Source: an optimization exercise on an open RTL-to-GDS flow (aim: a short achievable clock period and few clock cycles). Production flows keep margins and buffers that such runs may drop.
Function was checked by simulation only, so behaviour that the tests miss may differ from the original.
Power is estimated from default activity; no workload was simulated.

--- flow/flow/run.sh ---
#!/bin/bash
# The standard layout (standard.sh), except that the port buffers are buf_4 cells,
# which the resizer may size, rather than the delay-cell buffers it picks by default.
set -euo pipefail
bash standard.sh "BUFFER_PORTS_ARGS=-buffer_cell sky130_fd_sc_hd__buf_4" finish > flow.log 2>&1
--- flow/standard.sh ---
#!/bin/bash
# synth_recipe.tcl (not shown) runs the flow's synth.tcl, then flattens the netlist and writes it again
# the make line also repeats each setting of config.mk as NAME=value (left out here)
make -C /OpenROAD-flow-scripts/flow DESIGN_CONFIG=/design/flow/config.mk WORK_HOME=/design/flow/orfs CLKGATE_MAP_FILE= SYNTH_SCRIPT=/design/flow/synth_recipe.tcl "${@:-finish}"
--- flow/config.mk ---
export PLATFORM = sky130hd
export DESIGN_NAME = rsc_core
export DESIGN_NICKNAME = rsc_core
export VERILOG_FILES = /design/flow/design.v
export SDC_FILE = /design/flow/constraint.sdc
export NUM_CORES = 4
export LEC_CHECK = 0
export CAP_MARGIN = 20
export CORE_MARGIN = 2
export CORE_UTILIZATION = 40
export SETUP_SLACK_MARGIN = 5
export SLEW_MARGIN = 20
export SYNTH_HIERARCHICAL = 1
export SYNTH_MINIMUM_KEEP_SIZE = 0
--- flow/constraint.sdc ---
create_clock -name core_clock -period 6.5 [get_ports {i_clk}]
set_input_delay 1.3000 -clock core_clock [delete_from_list [all_inputs] [get_ports {i_clk}]]
set_output_delay 1.3000 -clock core_clock [all_outputs]
set_load 0.01 [all_outputs]
--- flow/design.v ---
`default_nettype none
package rsc_pkg;
    typedef logic [16-1:0]    word_t;
    typedef logic [3-1:0] reg_idx_t;
    typedef enum logic [3-1:0] {
        OP_ADD  = 3'd0,
        OP_ADDI = 3'd1,
        OP_NAND = 3'd2,
        OP_LUI  = 3'd3,
        OP_SW   = 3'd4,
        OP_LW   = 3'd5,
        OP_BEQ  = 3'd6,
        OP_JALR = 3'd7
    } opcode_e;
    typedef struct packed {
        logic  valid;
        word_t pc;
        word_t inst;
    } if_id_t;
    typedef struct packed {
        logic     valid;
        word_t    pc;
        opcode_e  opcode;
        reg_idx_t tgt;
        reg_idx_t src1;
        reg_idx_t src2;
        word_t    opnd1;      
        word_t    opnd2;
        word_t    imm;
    } id_ex_t;
    typedef struct packed {
        logic     valid;
        word_t    pc;
        opcode_e  opcode;
        reg_idx_t tgt;
        word_t    alu_result;
        word_t    st_data;
        logic     eq;
        word_t    imm;
    } ex_mem_t;
    typedef struct packed {
        logic     valid;
        reg_idx_t tgt;
        word_t    result;
    } mem_wb_t;
endpackage
`default_nettype wire
`timescale 1ns/1ps
`default_nettype none
module rsc_core (
    input  wire logic           i_clk,
    input  wire logic           i_rst,
    input  wire rsc_pkg::word_t i_inst,
    output rsc_pkg::word_t      o_pc,
    input  wire rsc_pkg::word_t i_mem_rd_data,
    output rsc_pkg::word_t      o_mem_addr,
    output rsc_pkg::word_t      o_mem_wr_data,
    output logic                o_mem_wr_en
);
    localparam int BTB_N = 16;
    logic [15:0] r_pc;
    logic [15:0] r_pc_o;        
    logic        r_ras_v;
    logic [15:0] r_ras;
    logic        r_btb_v   [BTB_N];
    logic [3:0]  r_btb_tag [BTB_N];     
    logic [15:0] r_btb_tgt [BTB_N];
    logic        d_v;
    logic [15:0] d_pc;
    logic [15:0] d_inst;
    logic        d_ptaken;      
    logic        d_jpv;         
    logic [15:0] d_jtgt;
    logic        e_v;
    logic [15:0] e_pc;
    logic        e_wr;
    logic [2:0]  e_dst;
    logic        e_ld;
    logic        e_st;
    logic        e_beq;
    logic        e_jalr;
    logic        e_nand;
    logic        e_sela;        
    logic        e_selb;
    logic [15:0] e_opa;
    logic [15:0] e_opb;
    logic        e_asel;        
    logic        e_bsel;
    logic [15:0] e_aop;
    logic [15:0] e_bop;
    logic        e_ptaken;
    logic [15:0] e_alt;         
    logic        e_jpv;
    logic        e_mb_ab_n, e_mb_ab_t, e_mb_1b_n, e_mb_1b_t, e_mb_1a_n, e_mb_1a_t, e_mb_11_n;
    logic        e_mj_1, e_mj_a, e_mj_np;
    logic [15:0] e_jtgt;
    logic        x1_wr;
    logic [2:0]  x1_dst;
    logic        x1_ld;
    logic        x1_eld;        
    logic        e_eld;
    logic        e_fld;         
    logic        d_fld;
    logic [15:0] r_maddr;
    logic        x1_st;
    logic [15:0] x1_res;
    logic [15:0] x1_sd;
    logic        x2_wr;
    logic [2:0]  x2_dst;
    logic        x2_ld;
    logic [15:0] x2_res;
    logic        x3_wr;
    logic [2:0]  x3_dst;
    logic [15:0] x3_val;
    logic [15:0] r_rf [1:7];
    logic [7:0]  r_is1;             
    logic        x3_is1;
    logic [2:0]  f_op;
    logic        f_beq;
    logic        f_jalr;
    logic        f_ptaken;
    logic [15:0] f_inc;
    logic [15:0] f_btgt;
    logic [3:0]  f_idx;
    logic        f_btb_hit;
    logic        f_use_ras;
    logic        f_jpv;
    logic [15:0] f_jtgt;
    logic [15:0] f_pred;
    assign o_pc = r_pc_o;
    assign f_op     = i_inst[15:13];
    assign f_beq    = f_op == 3'd6;
    assign f_jalr   = f_op == 3'd7;
    logic        r_fz;
    logic [2:0]  r_fzr;
    logic        f_zpred;
    assign f_zpred  = r_fz && d_v && ((i_inst[12:10] == r_fzr && i_inst[9:7] == 3'd0) ||
                               (i_inst[9:7] == r_fzr && i_inst[12:10] == 3'd0));
    assign f_ptaken = f_beq && (i_inst[12:10] == i_inst[9:7] || i_inst[6] || f_zpred);
    logic [6:0]  f_lo;
    logic        f_lo_co;
    logic [8:0]  f_hi_inc;
    logic [8:0]  f_hi_dec;
    logic [8:0]  f_hi;
    rsc_inc #(.W(16)) u_f_inc (.i_a(r_pc), .i_dec(1'b0), .o_s(f_inc));
    rsc_inc #(.W(9)) u_f_hi_inc (.i_a(r_pc[15:7]), .i_dec(1'b0), .o_s(f_hi_inc));
    rsc_inc #(.W(9)) u_f_hi_dec (.i_a(r_pc[15:7]), .i_dec(1'b1), .o_s(f_hi_dec));
    rsc_ksa #(.W(7), .CI(1'b1)) u_f_lo (.i_a(r_pc[6:0]), .i_b(i_inst[6:0]), .o_s(f_lo),
                                        .o_co(f_lo_co));
    always_comb begin
        f_btgt[6:0] = f_lo;
        f_btgt[15:7] = f_hi;
    end
    logic        r_bq_v;
    logic        r_bq_hit;
    logic [15:0] r_bq_tgt;
    logic        q_hit;
    logic [15:0] q_tgt;
    assign f_idx     = r_pc[3:0];
    assign q_hit     = r_btb_v[f_idx] && r_btb_tag[f_idx] == r_pc[7:4];
    assign q_tgt     = r_btb_tgt[f_idx];
    assign f_btb_hit = r_bq_v && r_bq_hit;
    assign f_use_ras = r_ras_v && i_inst[12:10] == 3'd0;
    assign f_jpv     = f_jalr && (f_use_ras || f_btb_hit);
    assign f_jtgt    = f_use_ras ? r_ras : r_bq_tgt;
    logic [8:0]  f_hi_c1, f_hi_c0;
    assign f_hi_c1 = i_inst[6] ? r_pc[15:7] : f_hi_inc;
    assign f_hi_c0 = i_inst[6] ? f_hi_dec : r_pc[15:7];
    for (genvar i = 0; i < 9; i++) begin : g_fhi
        rsc_g_mux2 u_m (.i_s(f_lo_co), .i_d1(f_hi_c1[i]), .i_d0(f_hi_c0[i]), .o_y(f_hi[i]));
    end
    logic [15:0] f_nonbr;
    assign f_nonbr = f_jpv ? f_jtgt : f_inc;
    assign f_pred  = f_ptaken ? f_btgt : f_nonbr;
    logic [2:0]  f_srca;
    logic [2:0]  f_srcb;
    logic        f_wr;
    logic [3:0]  f_ha;               
    logic [3:0]  f_hb;
    assign f_srca = (f_op == 3'd3) ? 3'd0 : i_inst[9:7];
    assign f_srcb = (f_op == 3'd0 || f_op == 3'd2) ? i_inst[2:0] :
                    ((f_op == 3'd4 || f_op == 3'd6) ? i_inst[12:10] : 3'd0);
    assign f_wr   = !(f_op == 3'd4 || f_op == 3'd6) && i_inst[12:10] != 3'd0;
    logic [2:0]  d_op;
    logic [2:0]  d_ra;
    logic        d_add, d_nand, d_lui, d_sw, d_lw, d_beq, d_jalr;
    logic [2:0]  d_srca;             
    logic [2:0]  d_srcb;
    logic        d_wr;
    logic [3:0]  d_ha;               
    logic [3:0]  d_hb;
    logic [15:0] d_imm;
    logic [15:0] d_link;
    assign d_op   = d_inst[15:13];
    assign d_ra   = d_inst[12:10];
    assign d_add  = d_op == 3'd0;
    assign d_nand = d_op == 3'd2;
    assign d_lui  = d_op == 3'd3;
    assign d_sw   = d_op == 3'd4;
    assign d_lw   = d_op == 3'd5;
    assign d_beq  = d_op == 3'd6;
    assign d_jalr = d_op == 3'd7;
    rsc_inc #(.W(16)) u_d_link (.i_a(d_pc), .i_dec(1'b0), .o_s(d_link));
    logic [15:0] d_btgt;
    rsc_ksa #(.W(16), .CI(1'b1)) u_d_btgt (.i_a(d_pc), .i_b({{9{d_inst[6]}}, d_inst[6:0]}),
                                           .o_s(d_btgt), .o_co());
    always_comb begin
        if (d_lui)
            d_imm = {d_inst[9:0], 6'd0};
        else if (d_jalr)
            d_imm = d_link;
        else
            d_imm = {{9{d_inst[6]}}, d_inst[6:0]};
    end
    assign f_ha = {d_v && d_wr && d_ra == f_srca, e_v && e_wr && e_dst == f_srca,
                   x1_wr && x1_dst == f_srca, x2_wr && x2_dst == f_srca};
    logic        f_is1;
    logic        f_zero;
    assign f_is1  = (x3_wr && x3_dst == f_srca) ? x3_is1 : r_is1[f_srca];
    assign f_zero = f_op == 3'd1 && i_inst[6:0] == 7'h7f && f_wr && f_ha == 4'd0 && f_is1;
    assign f_hb = {d_v && d_wr && d_ra == f_srcb, e_v && e_wr && e_dst == f_srcb,
                   x1_wr && x1_dst == f_srcb, x2_wr && x2_dst == f_srcb};
    logic        a_e, a_1, a_2, a_3;
    logic        b_e, b_1, b_2, b_3;
    logic        a_stall, b_stall;
    logic        a_ready;            
    logic [15:0] a_reg, b_reg;       
    logic [15:0] a_val, b_val;       
    logic        a_ldin, b_ldin;
    logic [15:0] a_rf, b_rf;
    assign {a_e, a_1, a_2, a_3} = d_ha;
    assign {b_e, b_1, b_2, b_3} = d_hb;
    assign a_stall = a_e ? (e_ld && !e_fld) : (a_1 && x1_ld && !x1_eld);
    assign b_stall = b_e ? (e_ld && !e_fld) : (b_1 && x1_ld && !x1_eld);
    assign a_ldin  = a_e ? e_fld : (a_1 ? x1_eld : (a_2 && x2_ld));
    assign b_ldin  = b_e ? e_fld : (b_1 ? x1_eld : (b_2 && x2_ld));
    assign a_ready = !a_e && !(a_1 && x1_ld) && !a_ldin;
    logic [15:0] d_rfa, d_rfb;
    logic [15:0] f_rfa, f_rfb;
    assign f_rfa = (x3_wr && x3_dst == f_srca) ? x3_val : ((f_srca == 3'd0) ? 16'd0 : r_rf[f_srca]);
    assign f_rfb = (x3_wr && x3_dst == f_srcb) ? x3_val : ((f_srcb == 3'd0) ? 16'd0 : r_rf[f_srcb]);
    assign a_rf = d_rfa;
    assign b_rf = d_rfb;
    always_comb begin
        if (a_1)
            a_reg = x1_res;
        else if (a_2)
            a_reg = x2_res;
        else if (a_3)
            a_reg = x3_val;
        else
            a_reg = a_rf;
        if (b_1)
            b_reg = x1_res;
        else if (b_2)
            b_reg = x2_res;
        else if (b_3)
            b_reg = x3_val;
        else
            b_reg = b_rf;
    end
    assign a_val = a_ldin ? i_mem_rd_data : a_reg;
    assign b_val = b_ldin ? i_mem_rd_data : b_reg;
    logic        d_sa, d_sb, d_jpvn;
    assign d_sa   = a_e && !e_fld;
    assign d_sb   = b_e && !e_fld;
    assign d_jpvn = d_jpv || a_ready || a_ldin;
    logic        stall;
    logic        redir_d;
    logic        redir_e;
    logic [15:0] tgt_e;
    logic        r_st;
    logic        f_st, h_st;
    assign f_st  = (f_ha[3] ? (d_lw && !d_fld) : (f_ha[2] && e_ld && !e_fld && !e_eld)) ||
                   (f_hb[3] ? (d_lw && !d_fld) : (f_hb[2] && e_ld && !e_fld && !e_eld));
    assign h_st  = (a_e || b_e) && e_ld && !e_fld && !e_eld;
    assign stall = d_v && r_st;
    logic        redir_dj;
    logic [15:0] tgt_d;
    assign redir_dj = d_v && d_jalr && !d_jpv && (a_ready || a_ldin);
    assign redir_d  = redir_dj;
    logic        d_pt;               
    assign d_pt     = d_ptaken;
    assign tgt_d    = a_val;
    logic        d_eld;
    logic        e_port;         
    assign e_port = e_v && (e_st || (e_ld && !e_eld && !e_fld));
    assign d_eld = d_v && d_lw && d_inst[9:7] == 3'd0 && !d_fld && !e_port;
    logic        f_issue;
    assign f_issue = f_op == 3'd5 && i_inst[9:7] == 3'd0 && !stall && !d_eld &&
                     !e_port && !(d_v && d_sw);
    logic [15:0] x_fa, x_fb;
    logic [15:0] x_a, x_b;
    logic [15:0] x_res;
    logic        x_eq;
    logic        x_jok;
    assign x_fa  = e_sela ? x1_res : e_opa;
    assign x_fb  = e_selb ? x1_res : e_opb;
    assign x_a   = e_asel ? x1_res : e_aop;
    assign x_b   = e_bsel ? x1_res : e_bop;
    logic [15:0] x_sum;
    rsc_ksa #(.W(16), .CI(1'b0)) u_x_add (.i_a(x_a), .i_b(x_b), .o_s(x_sum), .o_co());
    logic [15:0] x_alu;
    assign x_alu = e_nand ? ~(x_a & x_b) : x_sum;
    assign x_res = e_fld ? i_mem_rd_data : x_alu;
    logic [15:0] m_early;
    assign m_early = f_issue ? {{9{i_inst[6]}}, i_inst[6:0]} : {{9{d_inst[6]}}, d_inst[6:0]};
    logic        x_eq_1b, x_eq_1a, x_eq_ab, x_jk_1, x_jk_a;
    rsc_eq u_eq_1b (.i_a(x1_res), .i_b(e_opb), .o_eq(x_eq_1b));
    rsc_eq u_eq_1a (.i_a(x1_res), .i_b(e_opa), .o_eq(x_eq_1a));
    rsc_eq u_eq_ab (.i_a(e_opa), .i_b(e_opb), .o_eq(x_eq_ab));
    rsc_eq u_jk_1 (.i_a(x1_res), .i_b(e_jtgt), .o_eq(x_jk_1));
    rsc_eq u_jk_a (.i_a(e_opa), .i_b(e_jtgt), .o_eq(x_jk_a));
    always_comb begin
        if (e_sela && e_selb)
            x_eq = 1'b1;
        else if (e_sela)
            x_eq = x_eq_1b;
        else if (e_selb)
            x_eq = x_eq_1a;
        else
            x_eq = x_eq_ab;
    end
    logic [7:0]  e_key;
    rsc_inc #(.W(8)) u_e_key (.i_a(e_pc[7:0]), .i_dec(1'b1), .o_s(e_key));
    assign x_jok = e_jpv && (e_sela ? x_jk_1 : x_jk_a);
    rsc_redir u_redir (
        .i_t ({e_mb_ab_n, e_mb_ab_t, e_mb_1b_n, e_mb_1b_t, e_mb_1a_n, e_mb_1a_t, e_mj_1, e_mj_a}),
        .i_c ({x_eq_ab, !x_eq_ab, x_eq_1b, !x_eq_1b, x_eq_1a, !x_eq_1a, !x_jk_1, !x_jk_a}),
        .i_k ({e_mb_11_n, e_mj_np}),
        .i_v (e_v && !i_rst),
        .o_y (redir_e)
    );
    assign tgt_e   = e_jalr ? x_fa : e_alt;
    logic [15:0] pc_next;
    logic [15:0] pc_next_o;
    logic        pc_sel_f;
    logic        pc_s_bt, pc_s_nb, pc_s_e, pc_s_d, pc_s_h;
    logic [15:0] pc_rest;
    assign pc_sel_f = !(redir_d || stall);
    assign pc_s_bt  = !i_rst && pc_sel_f && f_ptaken;
    assign pc_s_nb  = !i_rst && pc_sel_f && !f_ptaken;
    logic        pc_s_ras, pc_s_bq, pc_s_inc;
    assign pc_s_ras = !i_rst && pc_sel_f && f_jalr && f_use_ras;
    assign pc_s_bq  = !i_rst && pc_sel_f && f_jalr && !f_use_ras && f_btb_hit;
    assign pc_s_inc = !i_rst && pc_sel_f && !f_ptaken && !f_jpv;
    assign pc_s_e   = redir_e;           
    assign pc_s_d   = !i_rst && redir_d;
    assign pc_s_h   = !i_rst && !redir_d && stall;
    for (genvar i = 0; i < 16; i++) begin : g_pcn
        rsc_g_ao6 u_m (.i_s0(pc_s_bt), .i_d0(f_btgt[i]), .i_s1(pc_s_ras), .i_d1(r_ras[i]),
                       .i_s2(pc_s_bq), .i_d2(r_bq_tgt[i]), .i_s3(pc_s_inc), .i_d3(f_inc[i]),
                       .i_s4(pc_s_d), .i_d4(tgt_d[i]), .i_s5(pc_s_h), .i_d5(r_pc[i]),
                       .o_y(pc_rest[i]));
        rsc_g_mux2 u_e (.i_s(pc_s_e), .i_d1(tgt_e[i]), .i_d0(pc_rest[i]), .o_y(pc_next[i]));
        rsc_g_mux2 u_o (.i_s(pc_s_e), .i_d1(tgt_e[i]), .i_d0(pc_rest[i]), .o_y(pc_next_o[i]));
    end
    assign o_mem_addr    = r_maddr;
    assign o_mem_wr_data = x1_sd;
    assign o_mem_wr_en   = x1_st;
    always_ff @(posedge i_clk) begin
        r_pc   <= pc_next;
        r_pc_o <= pc_next_o;
        r_fz <= f_zero;
        r_fzr <= i_inst[12:10];
        r_bq_v <= !redir_e && ((pc_s_nb && !f_jpv) || (r_bq_v && pc_s_h));
        if (!stall) begin
            r_bq_hit <= q_hit;
            r_bq_tgt <= q_tgt;
        end
        if (i_rst || redir_e)
            d_v <= 1'b0;
        else if (!stall)
            d_v <= !redir_d;
        if (!stall) begin
            d_pc     <= r_pc;
            d_inst   <= i_inst;
            d_ptaken <= f_ptaken;
            d_jpv    <= f_jpv;
            d_jtgt   <= f_jtgt;
            d_fld    <= f_issue;
            d_srca   <= f_srca;
            d_srcb   <= f_srcb;
            d_wr     <= f_wr;
            d_ha     <= f_ha;
            d_hb     <= f_hb;
            r_st     <= f_st;
            d_rfa    <= f_rfa;
            d_rfb    <= f_rfb;
        end else begin
            d_ha     <= {1'b0, d_ha[3:1]};
            d_hb     <= {1'b0, d_hb[3:1]};
            r_st     <= h_st;
            if (a_3)
                d_rfa <= x3_val;
            if (b_3)
                d_rfb <= x3_val;
        end
        if (i_rst || redir_e || stall || !d_v)
            e_v <= 1'b0;
        else
            e_v <= 1'b1;
        if (i_rst || stall || !d_v) begin
            e_wr   <= 1'b0;
            e_ld   <= 1'b0;
            e_st   <= 1'b0;
            e_beq  <= 1'b0;
            e_jalr <= 1'b0;
            e_mb_ab_n <= 1'b0;
            e_mb_ab_t <= 1'b0;
            e_mb_1b_n <= 1'b0;
            e_mb_1b_t <= 1'b0;
            e_mb_1a_n <= 1'b0;
            e_mb_1a_t <= 1'b0;
            e_mb_11_n <= 1'b0;
            e_mj_1    <= 1'b0;
            e_mj_a    <= 1'b0;
            e_mj_np   <= 1'b0;
        end else begin
            e_wr   <= d_wr;
            e_ld   <= d_lw;
            e_st   <= d_sw;
            e_beq  <= d_beq;
            e_jalr <= d_jalr;
            e_mb_ab_n <= d_beq && !d_sa && !d_sb && !d_pt;
            e_mb_ab_t <= d_beq && !d_sa && !d_sb && d_pt;
            e_mb_1b_n <= d_beq && d_sa && !d_sb && !d_pt;
            e_mb_1b_t <= d_beq && d_sa && !d_sb && d_pt;
            e_mb_1a_n <= d_beq && !d_sa && d_sb && !d_pt;
            e_mb_1a_t <= d_beq && !d_sa && d_sb && d_pt;
            e_mb_11_n <= d_beq && d_sa && d_sb && !d_pt;
            e_mj_1    <= d_jalr && d_sa && d_jpvn;
            e_mj_a    <= d_jalr && !d_sa && d_jpvn;
            e_mj_np   <= d_jalr && !d_jpvn;
        end
        e_pc     <= d_pc;
        e_dst    <= d_ra;
        e_nand   <= d_nand;
        e_sela   <= d_sa;
        e_selb   <= b_e && !e_fld;
        e_opa    <= a_val;
        e_opb    <= b_val;
        e_asel   <= a_e && !e_fld && !d_jalr;
        e_bsel   <= b_e && !e_fld && (d_add || d_nand);
        e_aop    <= d_jalr ? 16'd0 : a_val;
        e_bop    <= (d_add || d_nand) ? b_val : d_imm;
        e_ptaken <= d_pt;
        e_alt    <= d_pt ? d_link : d_btgt;
        e_jpv    <= d_jpvn;
        if (i_rst || stall || !d_v)
            e_eld <= 1'b0;
        else
            e_eld <= d_eld;
        if (i_rst || stall || !d_v)
            e_fld <= 1'b0;
        else
            e_fld <= d_fld;
        r_maddr  <= (f_issue || d_eld) ? m_early : x_alu;
        e_jtgt   <= d_jpv ? d_jtgt : a_val;
        if (i_rst) begin
            x1_wr <= 1'b0;
            x1_ld <= 1'b0;
            x1_eld <= 1'b0;
            x1_st <= 1'b0;
        end else begin
            x1_wr <= e_v && e_wr;
            x1_ld <= e_v && e_ld && !e_fld;
            x1_eld <= e_v && e_eld;
            x1_st <= e_v && e_st;
        end
        x1_dst <= e_dst;
        x1_res <= x_res;
        x1_sd  <= x_fb;
        if (i_rst) begin
            x2_wr <= 1'b0;
            x2_ld <= 1'b0;
        end else begin
            x2_wr <= x1_wr;
            x2_ld <= x1_ld && !x1_eld;
        end
        x2_dst <= x1_dst;
        x2_res <= x1_eld ? i_mem_rd_data : x1_res;
        if (i_rst)
            x3_wr <= 1'b0;
        else
            x3_wr <= x2_wr;
        x3_dst <= x2_dst;
        x3_val <= x2_ld ? i_mem_rd_data : x2_res;
        x3_is1 <= (x2_ld ? i_mem_rd_data : x2_res) == 16'd1;
        r_is1[0] <= 1'b0;
        for (int i = 1; i < 8; i++)
            if (x3_wr && x3_dst == 3'(i)) begin
                r_rf[i]  <= x3_val;
                r_is1[i] <= x3_is1;
            end
        if (i_rst)
            r_ras_v <= 1'b0;
        else if (d_v && d_jalr && d_ra != 3'd0 && !stall && !redir_e)
            r_ras_v <= 1'b1;
        if (d_jalr && d_ra != 3'd0 && !stall)
            r_ras <= d_link;
        for (int i = 0; i < BTB_N; i++) begin
            if (i_rst)
                r_btb_v[i] <= 1'b0;
            else if (e_v && e_jalr && e_key[3:0] == 4'(i))
                r_btb_v[i] <= 1'b1;
            if (e_jalr && e_key[3:0] == 4'(i)) begin
                r_btb_tag[i] <= e_key[7:4];
                r_btb_tgt[i] <= x_fa;
            end
        end
    end
endmodule
module rsc_add #(parameter int W = 16) (
    input  wire logic [W-1:0] i_a,
    input  wire logic [W-1:0] i_b,
    input  wire logic         i_ci,
    output logic [W-1:0]      o_s,
    output logic              o_co
);
    logic [W-1:0] p, g, pp, gg;
    always_comb begin
        p  = i_a ^ i_b;
        g  = i_a & i_b;
        gg = g;
        pp = p;
        gg[0] = g[0] | (p[0] & i_ci);
        for (int d = 1; d < W; d = d * 2)
            for (int i = W - 1; i >= d; i--) begin
                gg[i] = gg[i] | (pp[i] & gg[i-d]);
                pp[i] = pp[i] & pp[i-d];
            end
        o_s  = p ^ {gg[W-2:0], i_ci};
        o_co = gg[W-1];
    end
endmodule
module rsc_inc #(parameter int W = 16) (
    input  wire logic [W-1:0] i_a,
    input  wire logic         i_dec,
    output logic [W-1:0]      o_s
);
    logic [W-1:0] t, c;
    always_comb begin
        t = i_dec ? ~i_a : i_a;
        c = t;
        for (int d = 1; d < W; d = d * 2)
            for (int i = W - 1; i >= d; i--)
                c[i] = c[i] & c[i-d];
        o_s = i_a ^ {c[W-2:0], 1'b1};
    end
endmodule
module rsc_ksa #(parameter int W = 16, parameter bit CI = 1'b0) (
    input  wire logic [W-1:0] i_a,
    input  wire logic [W-1:0] i_b,
    output logic [W-1:0]      o_s,
    output logic              o_co
);
    localparam int L = (W > 8) ? 4 : ((W > 4) ? 3 : ((W > 2) ? 2 : 1));
    logic [W-1:0]       p0;
    logic [(L+1)*W-1:0] gv;
    logic [(L+1)*W-1:0] pv;
    for (genvar i = 0; i < W; i++) begin : g_pg
        logic gi;
        rsc_g_pg u_pg (.i_a(i_a[i]), .i_b(i_b[i]), .o_p(p0[i]), .o_g(gi));
        if (i == 0 && CI) begin : g_ci
            rsc_g_or2 u_or (.i_a(i_a[i]), .i_b(i_b[i]), .o_y(gv[i]));
        end else begin : g_nci
            assign gv[i] = gi;
        end
        assign pv[i] = p0[i];
    end
    for (genvar k = 1; k <= L; k++) begin : g_lvl
        for (genvar i = 0; i < W; i++) begin : g_bit
            if (i >= (1 << (k-1))) begin : g_op
                rsc_g_ao21 u_g (.i_a(gv[(k-1)*W+i]), .i_b(pv[(k-1)*W+i]),
                                .i_c(gv[(k-1)*W+i-(1<<(k-1))]), .o_y(gv[k*W+i]));
                if (i >= (1 << k)) begin : g_p
                    rsc_g_and2 u_p (.i_a(pv[(k-1)*W+i]), .i_b(pv[(k-1)*W+i-(1<<(k-1))]),
                                    .o_y(pv[k*W+i]));
                end else begin : g_np
                    assign pv[k*W+i] = 1'b0;
                end
            end else begin : g_pass
                assign gv[k*W+i] = gv[(k-1)*W+i];
                assign pv[k*W+i] = 1'b0;
            end
        end
    end
    for (genvar i = 0; i < W; i++) begin : g_sum
        if (i == 0) begin : g_s0
            if (CI) begin : g_inv
                rsc_g_xnor2 u_s (.i_a(i_a[0]), .i_b(i_b[0]), .o_y(o_s[0]));
            end else begin : g_pass
                assign o_s[0] = p0[0];
            end
        end else begin : g_si
            rsc_g_xor2 u_s (.i_a(p0[i]), .i_b(gv[L*W+i-1]), .o_y(o_s[i]));
        end
    end
    assign o_co = gv[L*W+W-1];
endmodule
module rsc_g_ao222 (input wire logic i_s0, input wire logic i_d0, input wire logic i_s1,
                    input wire logic i_d1, input wire logic i_s2, input wire logic i_d2,
                    output logic o_y);
    assign o_y = (i_s0 & i_d0) | (i_s1 & i_d1) | (i_s2 & i_d2);
endmodule
module rsc_eq (
    input  wire logic [15:0] i_a,
    input  wire logic [15:0] i_b,
    output logic             o_eq
);
    assign o_eq = i_a == i_b;
endmodule
module rsc_g_ao5 (input wire logic i_s0, input wire logic i_d0, input wire logic i_s1,
                  input wire logic i_d1, input wire logic i_s2, input wire logic i_d2,
                  input wire logic i_s3, input wire logic i_d3, input wire logic i_s4,
                  input wire logic i_d4, output logic o_y);
    assign o_y = (i_s0 & i_d0) | (i_s1 & i_d1) | (i_s2 & i_d2) | (i_s3 & i_d3) | (i_s4 & i_d4);
endmodule
module rsc_redir (
    input  wire logic [7:0] i_t,
    input  wire logic [7:0] i_c,
    input  wire logic [1:0] i_k,
    input  wire logic       i_v,
    output logic            o_y
);
    logic [3:0] p;
    logic       q, kk;
    for (genvar i = 0; i < 4; i++) begin : g_p
        rsc_g_a22oi u_p (.i_a1(i_t[2*i]), .i_a2(i_c[2*i]), .i_b1(i_t[2*i+1]), .i_b2(i_c[2*i+1]),
                         .o_y(p[i]));
    end
    rsc_g_nand4 u_q (.i_a(p[0]), .i_b(p[1]), .i_c(p[2]), .i_d(p[3]), .o_y(q));
    assign kk = i_v & (i_k[0] | i_k[1]);
    rsc_g_a21o u_y (.i_a1(i_v), .i_a2(q), .i_b1(kk), .o_y(o_y));
endmodule
module rsc_g_mux2 (input wire logic i_s, input wire logic i_d1, input wire logic i_d0,
                   output logic o_y);
    assign o_y = i_s ? i_d1 : i_d0;
endmodule
module rsc_g_ao4 (input wire logic i_s0, input wire logic i_d0, input wire logic i_s1,
                  input wire logic i_d1, input wire logic i_s2, input wire logic i_d2,
                  input wire logic i_s3, input wire logic i_d3, output logic o_y);
    logic y01, y23;
    rsc_g_a22oi u_01 (.i_a1(i_s0), .i_a2(i_d0), .i_b1(i_s1), .i_b2(i_d1), .o_y(y01));
    rsc_g_a22oi u_23 (.i_a1(i_s2), .i_a2(i_d2), .i_b1(i_s3), .i_b2(i_d3), .o_y(y23));
    rsc_g_nand2 u_o (.i_a(y01), .i_b(y23), .o_y(o_y));
endmodule
module rsc_g_ao6 (input wire logic i_s0, input wire logic i_d0, input wire logic i_s1,
                  input wire logic i_d1, input wire logic i_s2, input wire logic i_d2,
                  input wire logic i_s3, input wire logic i_d3, input wire logic i_s4,
                  input wire logic i_d4, input wire logic i_s5, input wire logic i_d5,
                  output logic o_y);
    logic y01, y23, y45;
    rsc_g_a22oi u_01 (.i_a1(i_s0), .i_a2(i_d0), .i_b1(i_s1), .i_b2(i_d1), .o_y(y01));
    rsc_g_a22oi u_23 (.i_a1(i_s2), .i_a2(i_d2), .i_b1(i_s3), .i_b2(i_d3), .o_y(y23));
    rsc_g_a22oi u_45 (.i_a1(i_s4), .i_a2(i_d4), .i_b1(i_s5), .i_b2(i_d5), .o_y(y45));
    rsc_g_nand3 u_o (.i_a(y01), .i_b(y23), .i_c(y45), .o_y(o_y));
endmodule
module rsc_g_nand3 (input wire logic i_a, input wire logic i_b, input wire logic i_c,
                    output logic o_y);
    assign o_y = ~(i_a & i_b & i_c);
endmodule
module rsc_g_a22oi (input wire logic i_a1, input wire logic i_a2, input wire logic i_b1,
                    input wire logic i_b2, output logic o_y);
    assign o_y = ~((i_a1 & i_a2) | (i_b1 & i_b2));
endmodule
module rsc_g_nand4 (input wire logic i_a, input wire logic i_b, input wire logic i_c,
                    input wire logic i_d, output logic o_y);
    assign o_y = ~(i_a & i_b & i_c & i_d);
endmodule
module rsc_g_a21o (input wire logic i_a1, input wire logic i_a2, input wire logic i_b1,
                   output logic o_y);
    assign o_y = (i_a1 & i_a2) | i_b1;
endmodule
module rsc_g_nand2 (input wire logic i_a, input wire logic i_b, output logic o_y);
    assign o_y = ~(i_a & i_b);
endmodule
module rsc_g_pg (input wire logic i_a, input wire logic i_b, output logic o_p, output logic o_g);
    assign o_p = i_a ^ i_b;
    assign o_g = i_a & i_b;
endmodule
module rsc_g_ao21 (input wire logic i_a, input wire logic i_b, input wire logic i_c,
                   output logic o_y);
    assign o_y = i_a | (i_b & i_c);
endmodule
module rsc_g_and2 (input wire logic i_a, input wire logic i_b, output logic o_y);
    assign o_y = i_a & i_b;
endmodule
module rsc_g_or2 (input wire logic i_a, input wire logic i_b, output logic o_y);
    assign o_y = i_a | i_b;
endmodule
module rsc_g_xor2 (input wire logic i_a, input wire logic i_b, output logic o_y);
    assign o_y = i_a ^ i_b;
endmodule
module rsc_g_xnor2 (input wire logic i_a, input wire logic i_b, output logic o_y);
    assign o_y = ~(i_a ^ i_b);
endmodule
`default_nettype wire
==> reports/results.txt, run 1 <==
Final Hold Vio Count - 0
initial core utilization - 40.4%
Worst Hold Path Cells - 0
DRC - 0
First-pass DRT Iterations - 9
synth warn - 30
Post-DRT Antenna Nets - 0
Bufs on Longest Clock Path - 3
final worst-path cycle share - 42.4%
setup ws final - 3.75 ns
status - no timing/DRC/antenna violations
first-pass GRT wire length - 227 mm
Post-DP HPWL - 91.3 mm
Largest regs - r_btb_tgt x256, r_rf x112, r_btb_tag x64
Syn Std Cell Area - 39200 µm²
number of core rows - 114
logic gate share of total power - 33.6%
Max IR drop VDD - 227 µV
Req. time, crit path - 7.07 ns
crit path from - i_inst[8]
dpl ws - 2.45 ns
initial antenna violation count - 6
FMAX - 363 MHz
CP endpoint - r_pc[12]$_DFF_P_
GRT overflow - 0
Internal - 12.6 mW
num ports - 83
Skew-Pair Late Insertion Delay - 0.69 ns
H-Tree Depth - 3
routed wire length - 165 mm
Flop pwr share - 39.3%
vias - 33049
fin crit period - 2.75 ns
Routability Congestion - 0.915
NetSw - 6.39 mW
WL per Instance - 30.8 µm
die width - 317 µm
Clk pwr share - 27.1%
Critical Path AT - 3.33 ns
Hold/Removal Path Class - flip-flop to flip-flop
setup TNS - 0 ns
Top reg by flops - r_btb_tgt
FILL cells - 7203
die extent in y - 317 µm
Final nets - 4060
area of the multi-input gates - 21100 µm²
PwrDens - 329 nW/µm²
switch share - 33.7%
root buf cell - clkbuf_16
Port Buffer Count - 82
commonest non-fill, non-tap cell in the layout - edfxtp_1
worst slew pin tran - 0.822 ns
Setup violations, final - 0
CTS Buf Count - 91
worst-case reg-to-reg path depth - 11
Num Clock Sinks - 846
Post-Synthesis Cells - 3262
Area growth, synth to finish - 47.2%
DR vias/cell - 6.19
GRT Util Overall - 31.3%
Setup crit end kind - flip-flop
Final Max Tran Viols - 0
max_slew headroom - 45.1%
commonest non-fill, non-tap cells in the layout - edfxtp_1, buf_4, buf_6
internal reg-to-reg setup slack - 3.79 ns
max FFs per register - 256
Layout Skew - 0.0369 ns
# Max-Cap Violations - 0
final design utilization - 59.5%
largest net degree at the start of global routing - 35
Reg clk slew, reported paths - 0.06 ns
Startpoint Class - input pin
Crit Path Category - input pin to flip-flop
CTS tree - yes
Mean Syn Cell Area - 12.0 µm²
Critical Path Fanout Max - 6
core area - 97000 µm²
vias in the first global route - 31503
Reg2Reg Capture Point - x1_res[14]$_DFF_P_
Iteration-0 DRC Markers - 4397
Leakage Power - 21.8 nW
Sequential cell area - 22400 µm²
die area - 101000 µm²
worst r2r src - e_bsel$_DFF_P_
layout cell share with drive strength beyond 1 - 46.6%
RSZ-0062 raised after global routing - yes
## through the flow
| stage | cell area [µm²] | power (mW) | instances | hold slack [ns] |
|---|---|---|---|---|
| 2_1_floorplan | 41900 | 9.95 | 3281 | 0.374 |
| 3_3_place_gp | 43400 | 11.6 | 4520 | 0.380 |
| 3_5_place_dp | 43400 | 11.6 | 4521 | 0.388 |
| 4_1_cts | 55300 | 18.3 | 5192 | 0.397 |
| 5_1_grt | 57700 | 19.5 | 5339 | 0.408 |
| 6_report | 57700 | 19.0 | 5342 | 0.399 |
## how the worst min path moves through the flow
| stage | start | endpoint | slack, ns |
|---|---|---|---|
| 2_1_floorplan | e_dst[0]$_DFF_P_ | x1_dst[0]$_DFF_P_ | 0.37 |
| 3_3_place_gp | x1_dst[0]$_DFF_P_ | x2_dst[0]$_DFF_P_ | 0.38 |
| 3_5_place_dp | x1_dst[0]$_DFF_P_ | x2_dst[0]$_DFF_P_ | 0.39 |
| 4_1_cts | x1_dst[0]$_DFF_P_ | x2_dst[0]$_DFF_P_ | 0.40 |
| 5_1_grt | e_dst[0]$_DFF_P_ | x1_dst[0]$_DFF_P_ | 0.41 |
| 6_report | x1_dst[0]$_DFF_P_ | x2_dst[0]$_DFF_P_ | 0.40 |
## worst max-delay path, cell delays in order
cell,delay (ns)
buf_16,0.12
or3_4,0.40
nor3_2,0.12
a31oi_1,0.06
o21ai_1,0.20
and4_4,0.32
nor3b_4,0.10
buf_6,0.16
a22oi_2,0.16
nand3_2,0.11
mux2_4,0.27
## per-layer routing
| metal | wire [µm] | global-route usage [%] |
|---|---|---|
| met5 | 7 | 0 |
| met4 | 11200 | 17.1 |
| met3 | 16600 | 6.53 |
| met2 | 73800 | 49.6 |
| met1 | 63100 | 40.2 |
## layout make-up
type	count	area share (%)
antenna	3	0.0130
clock buffer	126	4.46
timing repair buffer	763	16.5
inverter	35	0.258
sequential	846	38.8
clock inverter	41	0.561
multi-input combinational	2252	36.6
tap	1276	2.76
## power groups by stage
stage          Combinational (mW)  Clock, mW  Sequential [mW]
6_report                     6.38       5.14             7.47
5_1_grt                      6.58       5.36             7.51
4_1_cts                      5.72       5.13             7.41
3_5_place_dp                 4.07          0             7.56
3_3_place_gp                 4.07          0             7.56
2_1_floorplan                2.80          0             7.15
## what timing repair did
| action | 4_1_cts | 5_1_grt |
|---|---|---|
| endpoints found under the setup margin | 1181 | 860 |
| resized for setup | 834 | 246 |
| hold buffers | 0 | 0 |
| buffers inserted | 443 | 140 |
| pin swaps | 265 | 165 |
| cloned | 61 | 7 |
Testbench counts, summed over its fixed seeds: cycles 48,642.
==> run 2: changes to the inputs <==
--- a/flow/design.v
+++ b/flow/design.v
@@ -103,7 +103,10 @@
     logic        d_fld;
     logic [15:0] r_maddr;
     logic        x1_st;
-    logic [15:0] x1_res;
+    logic [15:0] x1_res;        
+    logic        x1_fld;        
+    logic [15:0] x1_ldv;
+    logic [15:0] x1_val;        
     logic [15:0] x1_sd;
     logic        x2_wr;
     logic [2:0]  x2_dst;
@@ -142,9 +145,9 @@
     logic [8:0]  f_hi_inc;
     logic [8:0]  f_hi_dec;
     logic [8:0]  f_hi;
-    rsc_inc #(.W(16)) u_f_inc (.i_a(r_pc), .i_dec(1'b0), .o_s(f_inc));
-    rsc_inc #(.W(9)) u_f_hi_inc (.i_a(r_pc[15:7]), .i_dec(1'b0), .o_s(f_hi_inc));
-    rsc_inc #(.W(9)) u_f_hi_dec (.i_a(r_pc[15:7]), .i_dec(1'b1), .o_s(f_hi_dec));
+    rsc_finc #(.W(16)) u_f_inc (.i_a(r_pc), .o_s(f_inc));
+    rsc_finc #(.W(9)) u_f_hi_inc (.i_a(r_pc[15:7]), .o_s(f_hi_inc));
+    rsc_fdec #(.W(9)) u_f_hi_dec (.i_a(r_pc[15:7]), .o_s(f_hi_dec));
     rsc_ksa #(.W(7), .CI(1'b1)) u_f_lo (.i_a(r_pc[6:0]), .i_b(i_inst[6:0]), .o_s(f_lo),
                                         .o_co(f_lo_co));
     always_comb begin
@@ -201,6 +204,8 @@
     assign d_beq  = d_op == 3'd6;
     assign d_jalr = d_op == 3'd7;
     rsc_inc #(.W(16)) u_d_link (.i_a(d_pc), .i_dec(1'b0), .o_s(d_link));
+    logic [7:0]  d_key;
+    rsc_inc #(.W(8)) u_d_key (.i_a(d_pc[7:0]), .i_dec(1'b1), .o_s(d_key));
     logic [15:0] d_btgt;
     rsc_ksa #(.W(16), .CI(1'b1)) u_d_btgt (.i_a(d_pc), .i_b({{9{d_inst[6]}}, d_inst[6:0]}),
                                            .o_s(d_btgt), .o_co());
@@ -243,7 +248,7 @@
     assign b_rf = d_rfb;
     always_comb begin
         if (a_1)
-            a_reg = x1_res;
+            a_reg = x1_val;
         else if (a_2)
             a_reg = x2_res;
         else if (a_3)
@@ -251,7 +256,7 @@
         else
             a_reg = a_rf;
         if (b_1)
-            b_reg = x1_res;
+            b_reg = x1_val;
         else if (b_2)
             b_reg = x2_res;
         else if (b_3)
@@ -302,7 +307,8 @@
     rsc_ksa #(.W(16), .CI(1'b0)) u_x_add (.i_a(x_a), .i_b(x_b), .o_s(x_sum), .o_co());
     logic [15:0] x_alu;
     assign x_alu = e_nand ? ~(x_a & x_b) : x_sum;
-    assign x_res = e_fld ? i_mem_rd_data : x_alu;
+    assign x_res = x_alu;
+    assign x1_val = x1_fld ? x1_ldv : x1_res;
     logic [15:0] m_early;
     assign m_early = f_issue ? {{9{i_inst[6]}}, i_inst[6:0]} : {{9{d_inst[6]}}, d_inst[6:0]};
     logic        x_eq_1b, x_eq_1a, x_eq_ab, x_jk_1, x_jk_a;
@@ -321,8 +327,8 @@
         else
             x_eq = x_eq_ab;
     end
-    logic [7:0]  e_key;
-    rsc_inc #(.W(8)) u_e_key (.i_a(e_pc[7:0]), .i_dec(1'b1), .o_s(e_key));
+    logic [7:0]  e_key;             
+    logic [BTB_N-1:0] e_wsel;       
     assign x_jok = e_jpv && (e_sela ? x_jk_1 : x_jk_a);
     rsc_redir u_redir (
         .i_t ({e_mb_ab_n, e_mb_ab_t, e_mb_1b_n, e_mb_1b_t, e_mb_1a_n, e_mb_1a_t, e_mj_1, e_mj_a}),
@@ -434,6 +440,9 @@
             e_mj_np   <= d_jalr && !d_jpvn;
         end
         e_pc     <= d_pc;
+        e_key    <= d_key;
+        for (int i = 0; i < BTB_N; i++)
+            e_wsel[i] <= d_jalr && d_key[3:0] == 4'(i);
         e_dst    <= d_ra;
         e_nand   <= d_nand;
         e_sela   <= d_sa;
@@ -455,17 +464,19 @@
             e_fld <= 1'b0;
         else
             e_fld <= d_fld;
-        r_maddr  <= (f_issue || d_eld) ? m_early : x_alu;
+        r_maddr  <= (f_issue || d_eld) ? m_early : x_sum;    
         e_jtgt   <= d_jpv ? d_jtgt : a_val;
         if (i_rst) begin
             x1_wr <= 1'b0;
             x1_ld <= 1'b0;
             x1_eld <= 1'b0;
+            x1_fld <= 1'b0;
             x1_st <= 1'b0;
         end else begin
             x1_wr <= e_v && e_wr;
             x1_ld <= e_v && e_ld && !e_fld;
             x1_eld <= e_v && e_eld;
+            x1_fld <= e_v && e_fld;
             x1_st <= e_v && e_st;
         end
         x1_dst <= e_dst;
@@ -479,7 +490,8 @@
             x2_ld <= x1_ld && !x1_eld;
         end
         x2_dst <= x1_dst;
-        x2_res <= x1_eld ? i_mem_rd_data : x1_res;
+        x2_res <= x1_eld ? i_mem_rd_data : x1_val;
+        x1_ldv <= i_mem_rd_data;
         if (i_rst)
             x3_wr <= 1'b0;
         else
@@ -502,9 +514,9 @@
         for (int i = 0; i < BTB_N; i++) begin
             if (i_rst)
                 r_btb_v[i] <= 1'b0;
-            else if (e_v && e_jalr && e_key[3:0] == 4'(i))
+            else if (e_v && e_wsel[i])
                 r_btb_v[i] <= 1'b1;
-            if (e_jalr && e_key[3:0] == 4'(i)) begin
+            if (e_wsel[i]) begin
                 r_btb_tag[i] <= e_key[7:4];
                 r_btb_tgt[i] <= x_fa;
             end
@@ -676,6 +688,34 @@
 module rsc_g_nand2 (input wire logic i_a, input wire logic i_b, output logic o_y);
     assign o_y = ~(i_a & i_b);
 endmodule
+module rsc_finc #(parameter int W = 16) (
+    input  wire logic [W-1:0] i_a,
+    output logic [W-1:0]      o_s
+);
+    assign o_s[0] = ~i_a[0];
+    for (genvar i = 1; i < W; i++) begin : g_b
+        logic c;
+        rsc_andn #(.N(i)) u_c (.i_a(i_a[i-1:0]), .o_y(c));
+        rsc_g_xor2 u_s (.i_a(i_a[i]), .i_b(c), .o_y(o_s[i]));
+    end
+endmodule
+module rsc_fdec #(parameter int W = 16) (
+    input  wire logic [W-1:0] i_a,
+    output logic [W-1:0]      o_s
+);
+    assign o_s[0] = ~i_a[0];
+    for (genvar i = 1; i < W; i++) begin : g_b
+        logic c;
+        rsc_norn #(.N(i)) u_c (.i_a(i_a[i-1:0]), .o_y(c));
+        rsc_g_xor2 u_s (.i_a(i_a[i]), .i_b(c), .o_y(o_s[i]));
+    end
+endmodule
+module rsc_andn #(parameter int N = 2) (input wire logic [N-1:0] i_a, output logic o_y);
+    assign o_y = &i_a;
+endmodule
+module rsc_norn #(parameter int N = 2) (input wire logic [N-1:0] i_a, output logic o_y);
+    assign o_y = ~|i_a;
+endmodule
 module rsc_g_pg (input wire logic i_a, input wire logic i_b, output logic o_p, output logic o_g);
     assign o_p = i_a ^ i_b;
     assign o_g = i_a & i_b;
==> run 2 against run 1 <==
Against the previous run:
- largest power group unchanged
- first-iteration DRC count down 6.8%
- power is 9.8% lower
- clock skew is 0.0034 ns higher
- largest cell class unchanged
- die area up 0.21%
- worst hold slack better by 0.00097 ns
- sequential share of layout area up 2.4 points
- sequential power fell by 0.9%
- non-clock buffer count shrank 153
- critical path type unchanged
- setup slack improved by 0.094 ns
==> reports/results.txt, run 2 <==
status - no timing/DRC/antenna violations (unchanged)
Post-Synthesis Cells - 3203 (was 3262)
Critical Path AT - 3.24 ns (was 3.33 ns)
Internal - 11.8 mW (was 12.6 mW)
Routability Congestion - 0.902 (was 0.915)
GRT overflow - 0 (unchanged)
H-Tree Depth - 3 (unchanged)
Skew-Pair Late Insertion Delay - 0.70 ns (was 0.69 ns)
first-pass GRT wire length - 209 mm (was 227 mm)
DRC - 0 (unchanged)
Syn Std Cell Area - 39300 µm² (was 39200 µm²)
Critical Path Fanout Max - 6 (unchanged)
Mean Syn Cell Area - 12.3 µm² (was 12.0 µm²)
core area - 97000 µm² (unchanged)
NetSw - 5.30 mW (was 6.39 mW)
Reg clk slew, reported paths - 0.06 ns (about the same)
GRT Util Overall - 28.1% (was 31.3%)
fin crit period - 2.66 ns (was 2.75 ns)
Largest regs - r_btb_tgt x256, r_rf x112, r_btb_tag x64 (unchanged)
DR vias/cell - 6.11 (was 6.19)
Num Clock Sinks - 875 (was 846)
Leakage Power - 21.1 nW (was 21.8 nW)
setup ws final - 3.84 ns (was 3.75 ns)
routed wire length - 149 mm (was 165 mm)
initial core utilization - 40.5% (was 40.4%)
Final nets - 3837 (was 4060)
CP max-delay cell - mux2_4 (was or3_4)
layout cell share with drive strength beyond 1 - 46.6% (about the same)
Top reg by flops - r_btb_tgt (unchanged)
FMAX - 376 MHz (was 363 MHz)
Clk pwr share - 31.1% (was 27.1%)
die width - 317 µm (about the same)
Post-DP HPWL - 86.1 mm (was 91.3 mm)
FILL cells - 7475 (was 7203)
CTS tree - yes (unchanged)
Setup crit end kind - flip-flop (unchanged)
Layout Skew - 0.0403 ns (was 0.0369 ns)
synth warn - 29 (was 30)
die extent in y - 317 µm (about the same)
Port Buffer Count - 82 (unchanged)
Design Power - 17.1 mW (was 19.0 mW)
Placed Cells - 4466 (was 4521)
WL per Instance - 29.1 µm (was 30.8 µm)
First-pass DRT Iterations - 9 (unchanged)
Post-DP Area - 43200 µm² (was 43400 µm²)
CTS Buf Count - 92 (was 91)
Crit Path Category - input pin to flip-flop (unchanged)
RSZ-0062 raised after global routing - yes (unchanged)
max FFs per register - 256 (unchanged)
initial antenna violation count - 4 (was 6)
Flop pwr share - 43.2% (was 39.3%)
final instance area - 55800 µm² (was 57700 µm²)
die area - 101000 µm² (about the same)
commonest non-fill, non-tap cells in the layout - edfxtp_1, buf_4, dfxtp_1 (was edfxtp_1, buf_4, buf_6)
root buf cell - clkbuf_16 (unchanged)
dpl ws - 2.69 ns (was 2.45 ns)
logic gate share of total power - 25.7% (was 33.6%)
Iteration-0 DRC Markers - 4100 (was 4397)
# Max-Cap Violations - 0 (unchanged)
non-filler cells in the finished layout - 5124 (was 5342)
Area growth, synth to finish - 41.9% (was 47.2%)
commonest non-fill, non-tap cell in the layout - edfxtp_1 (unchanged)
final worst-path cycle share - 40.9% (was 42.4%)
vias - 31310 (was 33049)
Startpoint Class - input pin (unchanged)
CP max stage delay - 0.32 ns (was 0.40 ns)
max_slew headroom - 29.5% (was 45.1%)
number of core rows - 114 (unchanged)
Max IR drop VDD - 233 µV (was 227 µV)
largest net degree at the start of global routing - 39 (was 35)
Hold/Removal Path Class - flip-flop to flip-flop (unchanged)
Post-CTS Hold Buffers - 0 (unchanged)
Req. time, crit path - 7.08 ns (was 7.07 ns)
Final Hold Vio Count - 0 (unchanged)
num ports - 83 (unchanged)
switch share - 30.9% (was 33.7%)
Post-DRT Antenna Nets - 0 (unchanged)
vias in the first global route - 29850 (was 31503)
setup TNS - 0 ns (unchanged)
Bufs on Longest Clock Path - 3 (unchanged)
critical-path cell list - buf_12, ha_4, and2_4, a21o_4, a21o_4, mux2_4, a22oi_2, nand3_2, mux2_4 (was buf_16, or3_4, nor3_2, a31oi_1, o21ai_1, and4_4, nor3b_4, buf_6, a22oi_2, nand3_2, mux2_4)
Setup violations, final - 0 (unchanged)
Final Max Tran Viols - 0 (unchanged)
PwrDens - 307 nW/µm² (was 329 nW/µm²)
worst slew pin tran - 1.06 ns (was 0.822 ns)
run 2: layer usage:
metal	global-route usage (%)	share of wire (%)	up-vias
met1	39.9	42	15777
met4	9.83	3.7	4
met5	0	0.019	-
met3	4.96	9.5	345
li1	-	-	13344
met2	43.3	45	1840
run 2: final timing paths:
| path | from | slack, ns | end | cells past startpoint |
|---|---|---|---|---|
| max | i_inst[1] | 3.84 | r_pc_o[11]$_DFF_P_ | 9 |
| min | x1_dst[0]$_DFF_P_ | 0.40 | x2_dst[0]$_DFF_P_ | 0 |
| max reg2reg | r_pc[13]$_DFF_P_ | 3.91 | r_pc_o[14]$_DFF_P_ | 8 |
| min reg2reg | x1_dst[0]$_DFF_P_ | 0.40 | x2_dst[0]$_DFF_P_ | 0 |
run 2: worst max-delay path: cells and delay by family:
| kind | cells | cell delay [ns] |
|---|---|---|
| mux | 2 | 0.60 |
| buf+inv | 1 | 0.12 |
| compound gates | 3 | 0.71 |
| fa+ha+maj | 1 | 0.24 |
| simple gates | 2 | 0.27 |
run 2: timing repair:
item / CTS / global route
setup buffers: 328 / 116
pin swaps: 248 / 253
gates resized for setup: 749 / 326
gates cloned: 35 / 3
setup endpoints to repair: 831 / 416
run 2: layout make-up:
class	count	area, µm²	area share (%)
Sequential cell	875	23000	41.3
Multi-Input combinational cell	2165	20600	36.9
Timing Repair Buffer	610	7430	13.3
Clock buffer	131	2610	4.68
Tap cell	1276	1600	2.86
Clock inverter	43	423	0.758
Inverter	19	97.6	0.175
Timing Repair inverter	3	26.3	0.0471
Antenna cell	2	5.00	0.00897
run 2: power by group through the flow:
stage               Sequential [mW]  Combinational, mW  Clock (mW)
global placement               7.51               2.91           0
detailed placement             7.51               2.93           0
CTS                            7.37               3.93        5.36
global route                   7.44               4.60        5.59
floorplan                      7.19               1.97           0
finish                         7.40               4.41        5.32
run 2: per-stage QoR:
| stage | util [%] | hold slack [ns] |
|---|---|---|
| 2_1_floorplan | - | 0.374 |
| 3_3_place_gp | 44.5 | 0.381 |
| 3_5_place_dp | 44.6 | 0.386 |
| 4_1_cts | 55.1 | 0.393 |
| 5_1_grt | 57.5 | 0.410 |
| 6_report | 57.5 | 0.400 |
Testbench counts of run 2, summed over its fixed seeds: cycles 48,642.
==> run 3: changes to the inputs <==
--- a/flow/design.v
+++ b/flow/design.v
@@ -269,7 +269,14 @@
     logic        d_sa, d_sb, d_jpvn;
     assign d_sa   = a_e && !e_fld;
     assign d_sb   = b_e && !e_fld;
-    assign d_jpvn = d_jpv || a_ready || a_ldin;
+    logic        r_kv;
+    logic [15:0] r_kval;
+    logic        a_kn;               
+    logic [15:0] d_kadd;
+    assign a_kn = a_e && r_kv;
+    rsc_ksa #(.W(16), .CI(1'b0)) u_d_kadd (.i_a(r_kval), .i_b({{9{d_inst[6]}}, d_inst[6:0]}),
+                                           .o_s(d_kadd), .o_co());
+    assign d_jpvn = d_jpv || a_ready || a_ldin || a_kn;
     logic        stall;
     logic        redir_d;
     logic        redir_e;
@@ -282,11 +289,11 @@
     assign stall = d_v && r_st;
     logic        redir_dj;
     logic [15:0] tgt_d;
-    assign redir_dj = d_v && d_jalr && !d_jpv && (a_ready || a_ldin);
+    assign redir_dj = d_v && d_jalr && !d_jpv && (a_ready || a_ldin || a_kn);
     assign redir_d  = redir_dj;
     logic        d_pt;               
     assign d_pt     = d_ptaken;
-    assign tgt_d    = a_val;
+    assign tgt_d    = a_kn ? r_kval : a_val;
     logic        d_eld;
     logic        e_port;         
     assign e_port = e_v && (e_st || (e_ld && !e_eld && !e_fld));
@@ -465,7 +472,9 @@
         else
             e_fld <= d_fld;
         r_maddr  <= (f_issue || d_eld) ? m_early : x_sum;    
-        e_jtgt   <= d_jpv ? d_jtgt : a_val;
+        e_jtgt   <= d_jpv ? d_jtgt : tgt_d;
+        r_kv     <= d_v && !stall && (d_lui || (d_op == 3'd1 && a_kn));
+        r_kval   <= d_lui ? d_imm : d_kadd;
         if (i_rst) begin
             x1_wr <= 1'b0;
             x1_ld <= 1'b0;
==> run 3 against run 2 <==
Against the previous run:
- synthesized area increased by 4.6%
- clock skew decreased by 0.0012 ns
- global-route usage increased by 0.40 points
- highest routed layer unchanged
- still clean on timing, DRC and antenna
- first-iteration DRC count decreased by 6.7%
- final area increased by 6.5%
- combinational power increased by 25%
- setup slack got worse by 0.056 ns
- sequential power increased by 5.7%
==> reports/results.txt, run 3 <==
commonest non-fill, non-tap cells in the layout - edfxtp_1, buf_4, dfxtp_1 (unchanged)
Post-CTS Hold Buffers - 0 (unchanged)
CP max stage delay - 0.40 ns (was 0.32 ns)
switch share - 31.7% (was 30.9%)
routed wire length - 158 mm (was 149 mm)
fin crit period - 2.72 ns (was 2.66 ns)
# diodes - 0 (was 2)
vias - 33234 (was 31310)
CTS Buf Count - 96 (was 92)
Clk pwr share - 29.4% (was 31.1%)
Post-DRT Antenna Nets - 0 (unchanged)
GRT overflow - 0 (unchanged)
Worst Hold Path Cells - 0 (unchanged)
Bufs on Longest Clock Path - 3 (unchanged)
initial core utilization - 40.3% (was 40.5%)
layout cell share with drive strength beyond 1 - 49.7% (was 46.6%)
Syn Std Cell Area - 41100 µm² (was 39300 µm²)
Skew-Pair Late Insertion Delay - 0.70 ns (about the same)
Post-DP HPWL - 91.9 mm (was 86.1 mm)
PwrDens - 318 nW/µm² (was 307 nW/µm²)
setup TNS - 0 ns (unchanged)
GRT Util Overall - 28.5% (was 28.1%)
Post-Synthesis Cells - 3408 (was 3203)
CTS tree - yes (unchanged)
commonest non-fill, non-tap cell in the layout - edfxtp_1 (unchanged)
Flop pwr share - 41.4% (was 43.2%)
NetSw - 5.99 mW (was 5.30 mW)
Area growth, synth to finish - 44.5% (was 41.9%)
Placed Cells - 4751 (was 4466)
Top cell by count, worst path - buf_6
Mean Syn Cell Area - 12.1 µm² (was 12.3 µm²)
final worst-path cycle share - 41.8% (was 40.9%)
die area - 105000 µm² (was 101000 µm²)
largest net degree at the start of global routing - 39 (unchanged)
H-Tree Depth - 3 (unchanged)
die width - 325 µm (was 317 µm)
Largest regs - r_btb_tgt x256, r_rf x112, r_btb_tag x64 (unchanged)
initial antenna violation count - 4 (unchanged)
die extent in y - 325 µm (was 317 µm)
first-pass GRT wire length - 223 mm (was 209 mm)
Critical Path Fanout Max - 13 (was 6)
Hold/Removal Path Class - flip-flop to flip-flop (unchanged)
RSZ-0062 raised after global routing - yes (unchanged)
FILL cells - 7783 (was 7475)
Final nets - 4095 (was 3837)
First-pass DRT Iterations - 6 (was 9)
worst slew pin tran - 1.05 ns (was 1.06 ns)
Req. time, crit path - 7.11 ns (was 7.08 ns)
Final Max Tran Viols - 0 (unchanged)
Reg clk slew, reported paths - 0.06 ns (about the same)
worst-case reg-to-reg path depth - 8 (unchanged)
max FFs per register - 256 (unchanged)
Post-DP Area - 45000 µm² (was 43200 µm²)
Leakage Power - 22.9 nW (was 21.1 nW)
CP Depth - 12 (was 9)
# Max-Cap Violations - 0 (unchanged)
logic gate share of total power - 29.2% (was 25.7%)
Num Clock Sinks - 892 (was 875)
WL per Instance - 29.0 µm (was 29.1 µm)
Top reg by flops - r_btb_tgt (unchanged)
number of core rows - 117 (was 114)
Setup violations, final - 0 (unchanged)
Layout Skew - 0.0390 ns (was 0.0403 ns)
Final Hold Vio Count - 0 (unchanged)
critical-path cell list - buf_16, or3_4, nor3_4, o2111ai_2, a211oi_4, buf_6, buf_6, and3_4, buf_12, a22oi_2, nand3_1, mux2_4 (was buf_12, ha_4, and2_4, a21o_4, a21o_4, mux2_4, a22oi_2, nand3_2, mux2_4)
core area - 102000 µm² (was 97000 µm²)
root buf cell - clkbuf_16 (unchanged)
Routability Congestion - 0.894 (was 0.902)
Internal - 12.9 mW (was 11.8 mW)
Crit Path Category - input pin to flip-flop (unchanged)
status - no timing/DRC/antenna violations (unchanged)
synth warn - 29 (unchanged)
FMAX - 368 MHz (was 376 MHz)
Iteration-0 DRC Markers - 3824 (was 4100)
Setup crit end kind - flip-flop (unchanged)
Critical Path AT - 3.33 ns (was 3.24 ns)
vias in the first global route - 31932 (was 29850)
max_slew headroom - 29.4% (was 29.5%)
CP max-delay cell - or3_4 (was mux2_4)
worst path bufs/invs - 4 (was 1)
delay-heaviest family, CP - simple AND/OR/NAND/NOR gates (was compound AO/OA/AOI/OAI gates)
non-filler cells in the finished layout - 5458 (was 5124)
DR vias/cell - 6.09 (was 6.11)
worst r2r src - r_pc[12]$_DFF_P_ (was r_pc[13]$_DFF_P_)
num ports - 83 (unchanged)
final instance area - 59400 µm² (was 55800 µm²)
Max IR drop VDD - 261 µV (was 233 µV)
DRC - 0 (unchanged)
worst hold start - e_dst[1]$_DFF_P_ (was x1_dst[0]$_DFF_P_)
Startpoint Class - input pin (unchanged)
crit path from - i_inst[9] (was i_inst[1])
Port Buffer Count - 82 (unchanged)
[run 3: power groups by stage]
stage,registers [mW],clock network (mW),logic (mW)
finish,7.82,5.55,5.51
global route,7.85,5.81,5.76
CTS,7.78,5.59,4.89
detailed placement,7.90,0,3.57
global placement,7.90,0,3.56
floorplan,7.44,0,2.53
[run 3: per-stage QoR]
step | util (%) | hold WS (ns) | total power [mW] | worst slack, ns
finish | 58.3 | 0.403 | 18.9 | 3.78
global route | 58.3 | 0.408 | 19.4 | 3.75
CTS | 55.8 | 0.393 | 18.3 | 3.88
detailed placement | 44.2 | 0.384 | 11.5 | 2.38
global placement | 44.2 | 0.384 | 11.5 | 2.44
floorplan | - | 0.374 | 9.97 | 3.28
[run 3: area by class of cell]
cell class | instances | area (µm²) | area share, %
multi-input cells | 2329 | 23000 | 38.7
flip-flops and latches | 892 | 23400 | 39.4
repair buffers | 658 | 7850 | 13.2
repair inverters | 2 | 25.0 | 0.0421
well taps | 1368 | 1710 | 2.88
inverters | 29 | 159 | 0.267
clock buffers | 148 | 2960 | 4.99
clock inverters | 32 | 259 | 0.436
[run 3: timing repair]
action                                   CTS  global route
endpoints found under the setup margin   849           448
pin swaps                                300           222
buffers inserted                         369           113
cloned                                    40             5
gates resized for setup                 1020           363
[run 3: routing by layer]
layer	GRT usage, %	part of all wire [%]
met5	0	0.0076
met2	45.4	46
met1	38.1	40
met3	5.08	8.7
met4	12.8	5.1
[run 3: path summary, 6_finish.rpt]
kind / end / slack [ns]
min: x1_dst[1]$_DFF_P_ / 0.40
max reg2reg: r_pc_o[13]$_DFF_P_ / 3.90
max: r_pc[0]$_DFF_P_ / 3.78
min reg2reg: x1_dst[1]$_DFF_P_ / 0.40
Testbench counts of run 3, summed over its fixed seeds: cycles 48,340.

## separate check: timing with driven ports
No port has a modelled driver above. Below, the same layouts with a new extraction and two added sets of constraints.
Step 1 sets driving cells, clkbuf_16 on the clock port and buf_2 on the other inputs (assumed; they add their load-dependent delay and slew).
Step 2, shift: input delay + t, output delay - t, t = (earliest + latest rising clock arrival at the registers) / 2. This alone moves slack from input paths to output paths.
a / b / c = ideal ports / drivers / drivers and shift; a / b = the first two.
run | shift t [ns] | setup WS [ns] | worst hold slack (ns) | worst setup path after step 2 | clock arrival spread, ns
run 1 | 0.748 | 3.745 / 3.703 / 2.954 | 0.399 / 0.399 / 0.399 | input to register | 0.045 / 0.045
run 2 | 0.752 | 3.839 / 3.785 / 3.033 | 0.400 / 0.400 / 0.400 | input to register | 0.040 / 0.040
run 3 | 0.754 | 3.783 / 3.660 / 2.907 | 0.403 / 0.403 / 0.403 | input to register | 0.041 / 0.041
After both steps setup and hold are still met in every run listed. The setup slack of run 3, which loses most, moves by -0.123 ns with the drivers and by -0.876 ns with both steps.
